Background: an optimization exercise with open tools, aiming at a short achievable clock period and few clock cycles per item. Do not read the settings as production practice. At most, simulation tests tie the RTL to the original design; equivalence was not proved. Power and IR drop assume default switching activity.

==> module dst_ram, before the edit <==
module dst_ram (
    input  wire                    clk,
    input  wire                    rst_n,
    input  wire                    wr_en,
    input  spk_out_pkg::dst_addr_t wr_addr,
    input  spk_out_pkg::route_t    wr_data,
    input  spk_out_pkg::dst_addr_t rd_addr,
    output spk_out_pkg::route_t    rd_data,
    input  wire                    walk_step,
    input  wire                    walk_busy,
    output spk_out_pkg::route_t    route0,
    output logic                   route0_cont_nxt,    
    output spk_out_pkg::route_t    walk_route,
    output logic                   walk_cont_nxt       
);
    spk_out_pkg::route_t  mem  [0:DST_DEPTH-1];
    spk_out_pkg::route_t  mem_nxt [0:DST_DEPTH-1];
    logic [DST_DEPTH-1:0] nx;          
    logic [DST_DEPTH-1:0] nx_nxt;
    logic [DST_DEPTH-1:0] nx_first;
    spk_out_pkg::route_t  after;
    spk_out_pkg::route_t  walk_nxt;
    logic [DST_DEPTH-1:0] wr_sel;      
    spk_out_pkg::route_t  wr_buf;
    logic [DST_DEPTH-1:0] rd_sel;
    logic [DST_DEPTH-1:0] last;        
    logic [DST_DEPTH-1:0] last_q;
    always_ff @(posedge clk or negedge rst_n) begin
        if (!rst_n) begin
            wr_sel <= '0;
        end else begin
            for (int i = 0; i < DST_DEPTH; i++) begin
                wr_sel[i] <= wr_en && (wr_addr == i);
            end
        end
    end
    always_ff @(posedge clk) begin
        wr_buf <= wr_data;
    end
    always_comb begin
        for (int i = 0; i < DST_DEPTH; i++) begin
            mem_nxt[i] = wr_sel[i] ? wr_buf : mem[i];
        end
    end
    always_ff @(posedge clk) begin
        for (int i = 0; i < DST_DEPTH; i++) begin
            if (wr_sel[i]) begin
                mem[i] <= wr_buf;
            end
        end
    end
    always_comb begin
        for (int i = 0; i < DST_DEPTH; i++) begin
            rd_sel[i] = (rd_addr == i);
        end
    end
    always_ff @(posedge clk) begin
        for (int b = 0; b < ROUTE_W; b++) begin
            rd_data[b] <= |(rd_sel & {mem_nxt[15][b], mem_nxt[14][b], mem_nxt[13][b], mem_nxt[12][b],
                                      mem_nxt[11][b], mem_nxt[10][b], mem_nxt[9][b],  mem_nxt[8][b],
                                      mem_nxt[7][b],  mem_nxt[6][b],  mem_nxt[5][b],  mem_nxt[4][b],
                                      mem_nxt[3][b],  mem_nxt[2][b],  mem_nxt[1][b],  mem_nxt[0][b]});
        end
    end
    always_comb begin
        for (int i = 0; i < DST_DEPTH; i++) begin
            last[i] = !mem[i][CONT_BIT];
            for (int j = 0; j < i; j++) begin
                if (!mem[j][CONT_BIT]) last[i] = 1'b0;
            end
        end
    end
    always_ff @(posedge clk) begin
        last_q <= last;
    end
    always_comb begin
        after = '0;
        for (int i = 0; i < DST_DEPTH; i++) begin
            after = after | (mem[i] & {ROUTE_W{nx[i]}});
        end
    end
    always_comb begin
        nx_nxt[0] = |(nx & last_q) || (nx[DST_DEPTH-1] && !last_q[DST_DEPTH-1]);
        for (int i = 1; i < DST_DEPTH; i++) begin
            nx_nxt[i] = nx[i-1] && !last_q[i-1];
        end
        nx_first    = '0;
        nx_first[0] = last_q[0] || last_q[1];
        nx_first[2] = !last_q[0] && !last_q[1];
    end
    assign walk_nxt = !walk_busy ? (last_q[0] ? mem[0] : mem[1]) :
                      walk_step  ? after : walk_route;
    always_ff @(posedge clk or negedge rst_n) begin
        if (!rst_n) begin
            nx         <= '0;
            walk_route <= '0;
        end else begin
            walk_route <= walk_nxt;
            if (!walk_busy) begin
                nx <= nx_first;
            end else if (walk_step) begin
                nx <= nx_nxt;
            end
        end
    end
    assign route0          = mem[0];
    assign route0_cont_nxt = mem_nxt[0][CONT_BIT];
    assign walk_cont_nxt   = walk_nxt[CONT_BIT];
endmodule
make LEC_CHECK=0 ABC_CLOCK_PERIOD_IN_PS=1500 CAP_MARGIN=20 CORE_MARGIN=2 CORE_UTILIZATION=40 SETUP_SLACK_MARGIN=2.5 SLEW_MARGIN=20 finish   # period 4.0 ns
run.sh (not shown) runs the stock make flow with config.mk's settings and CLKGATE_MAP_FILE= SYNTH_SCRIPT=/design/flow/synth_recipe.tcl, a recipe that flattens the netlist after the stock synthesis.
The starting point went through all stages and came out clean.
Next try:
--- a/flow/design.v
+++ b/flow/design.v
@@ -41,55 +41,22 @@
     output spk_out_pkg::route_t    walk_route,
     output logic                   walk_cont_nxt       
 );
     spk_out_pkg::route_t  mem  [0:DST_DEPTH-1];
-    spk_out_pkg::route_t  mem_nxt [0:DST_DEPTH-1];
     logic [DST_DEPTH-1:0] nx;          
     logic [DST_DEPTH-1:0] nx_nxt;
     logic [DST_DEPTH-1:0] nx_first;
     spk_out_pkg::route_t  after;
     spk_out_pkg::route_t  walk_nxt;
-    logic [DST_DEPTH-1:0] wr_sel;      
-    spk_out_pkg::route_t  wr_buf;
-    logic [DST_DEPTH-1:0] rd_sel;
     logic [DST_DEPTH-1:0] last;        
     logic [DST_DEPTH-1:0] last_q;
-    always_ff @(posedge clk or negedge rst_n) begin
-        if (!rst_n) begin
-            wr_sel <= '0;
-        end else begin
-            for (int i = 0; i < DST_DEPTH; i++) begin
-                wr_sel[i] <= wr_en && (wr_addr == i);
-            end
-        end
-    end
     always_ff @(posedge clk) begin
-        wr_buf <= wr_data;
-    end
-    always_comb begin
-        for (int i = 0; i < DST_DEPTH; i++) begin
-            mem_nxt[i] = wr_sel[i] ? wr_buf : mem[i];
+        if (wr_en) begin
+            mem[wr_addr] <= wr_data;
         end
     end
     always_ff @(posedge clk) begin
-        for (int i = 0; i < DST_DEPTH; i++) begin
-            if (wr_sel[i]) begin
-                mem[i] <= wr_buf;
-            end
-        end
-    end
-    always_comb begin
-        for (int i = 0; i < DST_DEPTH; i++) begin
-            rd_sel[i] = (rd_addr == i);
-        end
-    end
-    always_ff @(posedge clk) begin
-        for (int b = 0; b < ROUTE_W; b++) begin
-            rd_data[b] <= |(rd_sel & {mem_nxt[15][b], mem_nxt[14][b], mem_nxt[13][b], mem_nxt[12][b],
-                                      mem_nxt[11][b], mem_nxt[10][b], mem_nxt[9][b],  mem_nxt[8][b],
-                                      mem_nxt[7][b],  mem_nxt[6][b],  mem_nxt[5][b],  mem_nxt[4][b],
-                                      mem_nxt[3][b],  mem_nxt[2][b],  mem_nxt[1][b],  mem_nxt[0][b]});
-        end
+        rd_data <= mem[rd_addr];
     end
     always_comb begin
         for (int i = 0; i < DST_DEPTH; i++) begin
             last[i] = !mem[i][CONT_BIT];
@@ -131,9 +98,9 @@
             end
         end
     end
     assign route0          = mem[0];
-    assign route0_cont_nxt = mem_nxt[0][CONT_BIT];
+    assign route0_cont_nxt = (wr_en && wr_addr == '0) ? wr_data[CONT_BIT] : mem[0][CONT_BIT];
     assign walk_cont_nxt   = walk_nxt[CONT_BIT];
 endmodule
 `default_nettype wire
 `timescale 1ns/1ns
What happened:
- synthesized area decreases by 3.8%
- sequential power decreases by 15%
- critical path depth stays the same
- design area decreases by 4.2%
- clock power decreases by 6.1%
- sequential share of layout area increases by 8.3 points
- non-clock buffer count decreases by 45
Testbench counts after the change, summed over its fixed seeds: cycles 4,111, flits 4,071.
Function not checked in the first run of this note: the RTL went through the layout flow alone.


Another version of the RTL of spk_out (not shown whole).
For scale: about 760 flip-flops, roughly 200 I/O pins, roughly 33000 µm² of cells after synthesis.
==> module dst_ram, before the edit <==
module dst_ram (
    input  wire                    clk,
    input  wire                    rst_n,
    input  wire                    wr_en,
    input  spk_out_pkg::dst_addr_t wr_addr,
    input  spk_out_pkg::route_t    wr_data,
    input  spk_out_pkg::dst_addr_t rd_addr,
    output spk_out_pkg::route_t    rd_data,
    input  wire                    walk_step,
    input  wire                    walk_busy,
    output spk_out_pkg::route_t    route0,
    output logic                   route0_cont_nxt,    
    output spk_out_pkg::route_t    walk_route,
    output logic                   walk_cont_nxt       
);
    spk_out_pkg::route_t  mem  [0:DST_DEPTH-1];
    logic [DST_DEPTH-1:0] nx;          
    logic [DST_DEPTH-1:0] nx_first;
    logic [DST_DEPTH-1:0] nx2;         
    logic [DST_DEPTH-1:0] nx2_nxt;
    logic [DST_DEPTH-1:0] nx2_first;
    spk_out_pkg::route_t  after;       
    spk_out_pkg::route_t  at_nx;
    spk_out_pkg::route_t  at_nx_d;
    spk_out_pkg::route_t  at_succ_d;
    spk_out_pkg::route_t  at_succ;
    spk_out_pkg::route_t  at_first;
    logic [1:0]           nx_set;
    spk_out_pkg::route_t  walk_nxt;
    logic [DST_DEPTH-1:0] last;        
    logic [DST_DEPTH-1:0] last_q;
    always_ff @(posedge clk) begin
        if (wr_en) begin
            mem[wr_addr] <= wr_data;
        end
    end
    always_ff @(posedge clk) begin
        rd_data <= mem[rd_addr];
    end
    always_comb begin
        for (int i = 0; i < DST_DEPTH; i++) begin
            last[i] = !mem[i][CONT_BIT];
            for (int j = 0; j < i; j++) begin
                if (!mem[j][CONT_BIT]) last[i] = 1'b0;
            end
        end
    end
    always_ff @(posedge clk) begin
        last_q <= last;
    end
    always_comb begin
        nx2_nxt[0] = |(nx2 & last_q) || (nx2[DST_DEPTH-1] && !last_q[DST_DEPTH-1]);
        for (int i = 1; i < DST_DEPTH; i++) begin
            nx2_nxt[i] = nx2[i-1] && !last_q[i-1];
        end
        nx_first     = '0;
        nx_first[0]  = last_q[0] || last_q[1];
        nx_first[2]  = !last_q[0] && !last_q[1];
        nx2_first    = '0;
        nx2_first[0] = last_q[0] || (!last_q[1] && last_q[2]);
        nx2_first[1] = !last_q[0] && last_q[1];
        nx2_first[3] = !last_q[0] && !last_q[1] && !last_q[2];
    end
    always_comb begin
        at_nx_d   = '0;
        at_succ_d = '0;
        for (int i = 0; i < DST_DEPTH; i++) begin
            at_nx_d   = at_nx_d   | (mem[i] & {ROUTE_W{nx[i]}});
            at_succ_d = at_succ_d | (mem[i] & {ROUTE_W{nx2[i]}});
        end
    end
    always_ff @(posedge clk) begin
        at_nx    <= at_nx_d;
        at_succ  <= at_succ_d;
        at_first <= (last_q[0] || last_q[1]) ? mem[0] : mem[2];
        nx_set   <= !walk_busy ? 2'd2 : (walk_step ? 2'd1 : 2'd0);
    end
    assign after = (nx_set == 2'd2) ? at_first : (nx_set == 2'd1) ? at_succ : at_nx;
    assign walk_nxt = !walk_busy ? (last_q[0] ? mem[0] : mem[1]) :
                      walk_step  ? after : walk_route;
    always_ff @(posedge clk or negedge rst_n) begin
        if (!rst_n) begin
            nx         <= '0;
            nx2        <= '0;
            walk_route <= '0;
        end else begin
            walk_route <= walk_nxt;
            if (!walk_busy) begin
                nx  <= nx_first;
                nx2 <= nx2_first;
            end else if (walk_step) begin
                nx  <= nx2;
                nx2 <= nx2_nxt;
            end
        end
    end
    assign route0          = mem[0];
    assign route0_cont_nxt = (wr_en && wr_addr == '0) ? wr_data[CONT_BIT] : mem[0][CONT_BIT];
    assign walk_cont_nxt   = walk_nxt[CONT_BIT];
endmodule
Settings: LEC_CHECK=0, ABC_CLOCK_PERIOD_IN_PS=1500, CAP_MARGIN=20, CORE_MARGIN=2, CORE_UTILIZATION=50, SETUP_SLACK_MARGIN=2.3, SLEW_MARGIN=20; clock period 4.0 ns.
Testbench counts at the start, summed over its fixed seeds: cycles 4,111, flits 4,071.
Change:
--- a/flow/design.v
+++ b/flow/design.v
@@ -44,8 +44,6 @@
     spk_out_pkg::route_t  mem  [0:DST_DEPTH-1];
     logic [DST_DEPTH-1:0] nx;          
+    logic [DST_DEPTH-1:0] nx_nxt;
     logic [DST_DEPTH-1:0] nx_first;
-    logic [DST_DEPTH-1:0] nx2;         
-    logic [DST_DEPTH-1:0] nx2_nxt;
-    logic [DST_DEPTH-1:0] nx2_first;
     spk_out_pkg::route_t  after;       
     spk_out_pkg::route_t  at_nx;
@@ -78,15 +76,11 @@
     end
     always_comb begin
-        nx2_nxt[0] = |(nx2 & last_q) || (nx2[DST_DEPTH-1] && !last_q[DST_DEPTH-1]);
+        nx_nxt[0] = |(nx & last_q) || (nx[DST_DEPTH-1] && !last_q[DST_DEPTH-1]);
         for (int i = 1; i < DST_DEPTH; i++) begin
-            nx2_nxt[i] = nx2[i-1] && !last_q[i-1];
+            nx_nxt[i] = nx[i-1] && !last_q[i-1];
         end
-        nx_first     = '0;
-        nx_first[0]  = last_q[0] || last_q[1];
-        nx_first[2]  = !last_q[0] && !last_q[1];
-        nx2_first    = '0;
-        nx2_first[0] = last_q[0] || (!last_q[1] && last_q[2]);
-        nx2_first[1] = !last_q[0] && last_q[1];
-        nx2_first[3] = !last_q[0] && !last_q[1] && !last_q[2];
+        nx_first    = '0;
+        nx_first[0] = last_q[0] || last_q[1];
+        nx_first[2] = !last_q[0] && !last_q[1];
     end
     always_comb begin
@@ -95,5 +89,5 @@
         for (int i = 0; i < DST_DEPTH; i++) begin
             at_nx_d   = at_nx_d   | (mem[i] & {ROUTE_W{nx[i]}});
-            at_succ_d = at_succ_d | (mem[i] & {ROUTE_W{nx2[i]}});
+            at_succ_d = at_succ_d | (mem[i] & {ROUTE_W{nx_nxt[i]}});
         end
     end
@@ -110,14 +104,11 @@
         if (!rst_n) begin
             nx         <= '0;
-            nx2        <= '0;
             walk_route <= '0;
         end else begin
             walk_route <= walk_nxt;
             if (!walk_busy) begin
-                nx  <= nx_first;
-                nx2 <= nx2_first;
+                nx <= nx_first;
             end else if (walk_step) begin
-                nx  <= nx2;
-                nx2 <= nx2_nxt;
+                nx <= nx_nxt;
             end
         end
Result: The changed run produced a clean layout; power goes down by 3.1%; count of clock-buffer cells in the layout stays the same; wire length is higher by 9.1%; via count rose by 2.8%; die area drops by 1.9%; combinational power is higher by about 6%; critical path depth rose by 4; area after synthesis falls by 1.9%; global-route usage rose by 3.7 points.
Function not checked in the second run of this note: the RTL went through the layout flow alone.

[afterwards: timing with drivers on the ports]
In the flow no input, the clock included, has a driving cell. The finished layouts below were timed again as built, in two steps.
Step 1: set_driving_cell puts a clkbuf_16 on clk and a buf_2 on each other input, an assumption about the parent block.
Step 2 adds t to the input delays and takes it off the output delays; t is the mean of the earliest and latest rising clock arrival at the registers after step 1. Input paths then give back, and output paths get back, about the clock's delay inside the block.
Slacks: no drivers / after step 1 / after step 2; pairs: no drivers / after step 1.
run	shift t [ns]	slack for setup (ns)	worst setup path at the end	clock arrival spread, ns	slew at the worst register clock pin (ns)
the first run of note 1	0.686	1.918 / 1.918 / 1.338	input to register	0.029 / 0.029	0.07 / 0.07
the second run of note 1	0.672	1.988 / 1.988 / 1.333	input to register	0.032 / 0.033	0.06 / 0.06
the first run of note 2	0.681	2.067 / 2.001 / 1.448	input to register	0.027 / 0.028	0.06 / 0.06
the second run of note 2	0.684	1.892 / 1.892 / 1.439	input to register	0.030 / 0.030	0.06 / 0.06
After both steps setup and hold are still met in every run listed. The setup slack of the second run of note 1, which loses most, moves by 0.000 ns with the drivers and by -0.655 ns with both steps.
